Background: an optimization exercise with open tools, aiming at small area, a short achievable clock period and few clock cycles per item. Do not read the settings as production practice.
Only simulation tests tie the RTL to the original design; equivalence was not proved.

## north
Design fpa_alu, start of the top module:
module fpa_alu (
	input  logic        clk,
	input  logic        arst_n,
	input  logic        req_valid,
	output logic        req_stall,
	input  logic [3:0]  req_cmd,
	input  logic [31:0] req_a,
	input  logic [31:0] req_b,
	output logic        rsp_valid,
	input  logic        rsp_stall,
	output logic [31:0] rsp_value,
	output logic        rsp_dz
);
Size in the first run: roughly 110 I/O pins, ~44000 µm² of cells after synthesis.
==> flow/config.mk <==
export PLATFORM = sky130hd
export DESIGN_NAME = fpa_alu
export DESIGN_NICKNAME = fpa_alu
export VERILOG_FILES = /design/flow/design.v
export SDC_FILE = /design/flow/constraint.sdc
export NUM_CORES = 4
export LEC_CHECK = 0
export ABC_CLOCK_PERIOD_IN_PS = 3000
export CAP_MARGIN = 20
export CORE_MARGIN = 2
export CORE_UTILIZATION = 40
export SETUP_SLACK_MARGIN = 5
export SLEW_MARGIN = 20
export TNS_END_PERCENT = 0
==> flow/constraint.sdc <==
create_clock -name core_clock -period 10.0 [get_ports {clk}]
set_input_delay 2.0000 -clock core_clock [delete_from_list [all_inputs] [get_ports {clk}]]
set_output_delay 2.0000 -clock core_clock [all_outputs]
set_load 0.01 [all_outputs]
standard.sh (not shown) runs the stock make flow with config.mk's settings and CLKGATE_MAP_FILE= SYNTH_SCRIPT=/design/flow/synth_recipe.tcl, a recipe that flattens the netlist after the stock synthesis.
==> flow/flow/run.sh <==
#!/bin/bash
set -euo pipefail
MARGIN=6.6
sed "s/SETUP_SLACK_MARGIN=[0-9.]*/SETUP_SLACK_MARGIN=$MARGIN/" standard.sh > standard_margin.sh
bash standard_margin.sh > standard.log 2>&1
Testbench counts of north, summed over its fixed seeds: cycles 18,544, items 7,200.
Inputs modified between north and south:
-- flow/flow/run.sh --
<<< north, line 3
MARGIN=6.6
>>> south, line 3
MARGIN=6.0
-- flow/config.mk --
<<< north, line 11
export CORE_UTILIZATION = 40
>>> south, line 11
export CORE_UTILIZATION = 30
Findings:
Going from north to south, total setup buffers inserted after CTS moved down; post-layout worst setup margin now smaller. Compared with north, in south global-route wire length before repair decreased 3.1%; die area saw an increase. Diff south..north | sequential share of layout area | negligible.
The following lists how east was set up differently from south:
-- flow/flow/run.sh --
<<< south, line 3
MARGIN=6.0
>>> east, line 3
MARGIN=6.3
-- flow/config.mk --
<<< south, line 11
export CORE_UTILIZATION = 30
>>> east, line 11
export CORE_UTILIZATION = 40
- Measured against east, the die area of south comes out at 1.3 times the reference value.
- Between south and east, the difference in hold slack is negligible.
- a222oi_1 as the standard cell with the maximum stage delay on the critical path was reported by east, and a2111o_1 by south.
- In east the part of the cycle the worst path needs turned out 1.5 points lower than in south.
- Sequential cell area share: south vs east, no meaningful difference
- east ends up with a number of ordinary and repair buffers in the finished layout that is 27 higher than in south.
- Summary of east over south: number of resized instances in the post-cts repair step shows an increase of about 100%; maximum fanout encountered on the critical timing path increased by 14 relative to the old numbers.
- Looking at routed wire length on met3 across south and east, the one that comes out lower is east.
For west, these inputs were changed with respect to east:
-- flow/flow/run.sh --
<<< east, line 3
MARGIN=6.3
>>> west, line 3
MARGIN=6.0
-- flow/config.mk --
<<< east, line 11
export CORE_UTILIZATION = 40
>>> west, line 11
export CORE_UTILIZATION = 50
==> notes.md <==
DRC violation count after routing: west vs east identical. Going from east to west, setup slack saw a decrease; sequential cell area closely matched the old numbers; worst hold slack across all endpoints level; pin count of the biggest net entering global routing climbed about 18%. Re met3 track demand over resource in global routing: east and west aren't equal, and the higher value belongs to west. Total of fill cells in the finished design (east / west): 1.3. Compare east and west | number of iterations in the first detailed-routing pass lower: west. west ends up with a post-route cell area that is 0.87% lower than in east. [compare] base=east new=west: final wirelength fell 1.5%, multi-input logic portion of the cell area has increased.
Changes in middle relative to west:
-- flow/flow/run.sh --
<<< west, line 3
MARGIN=6.0
>>> middle, line 3
MARGIN=6.3
-- flow/config.mk --
<<< west, line 11
export CORE_UTILIZATION = 50
>>> middle, line 11
export CORE_UTILIZATION = 40
<<< west, line 14
export TNS_END_PERCENT = 0
>>> middle, line 14
Findings:
Post-detailed-route via-to-cell ratio (middle vs. west) decreases by a few percent
On logic depth of the worst path, buffers included, the higher figure sits with west, not middle.
Comparing total clock buffers created by CTS for west and middle, the smaller number came from west.

[re-timing with driven ports]
The flow's constraints put no driver on any port. The routed layouts listed below were extracted and timed again, unchanged, in two steps.
Step 1 (the two cells are an assumption about what drives the block):
set clk [get_ports {clk}]
set_driving_cell -lib_cell sky130_fd_sc_hd__clkbuf_16 $clk
set_driving_cell -lib_cell sky130_fd_sc_hd__buf_2 [delete_from_list [all_inputs] $clk]
Step 2, shift: input delay + t, output delay - t, t = (earliest + latest rising clock arrival at the registers) / 2. This alone moves slack from input paths to output paths.
Slacks: ideal / step 1 / step 2; pairs: ideal / step 1.
run | shift t [ns] | setup slack, ns | hold slack, ns | latest minus earliest clock arrival (ns) | cell pins on the clock port's net
north | 0.740 | 5.943 / 5.943 / 5.722 | 0.424 / 0.424 / 0.424 | 0.029 / 0.029 | 1
south | 0.715 | 5.792 / 5.792 / 5.688 | 0.422 / 0.422 / 0.422 | 0.030 / 0.030 | 1
east | 0.740 | 5.943 / 5.943 / 5.722 | 0.424 / 0.424 / 0.424 | 0.029 / 0.029 | 1
west | 0.720 | 5.808 / 5.808 / 5.577 | 0.422 / 0.422 / 0.422 | 0.035 / 0.034 | 1
middle | 0.750 | 6.015 / 6.015 / 5.766 | 0.424 / 0.424 / 0.424 | 0.033 / 0.032 | 1
After both steps every run listed still meets setup and hold. The setup slack of middle, which loses most, moves by 0.000 ns with the drivers and by -0.249 ns with both steps.
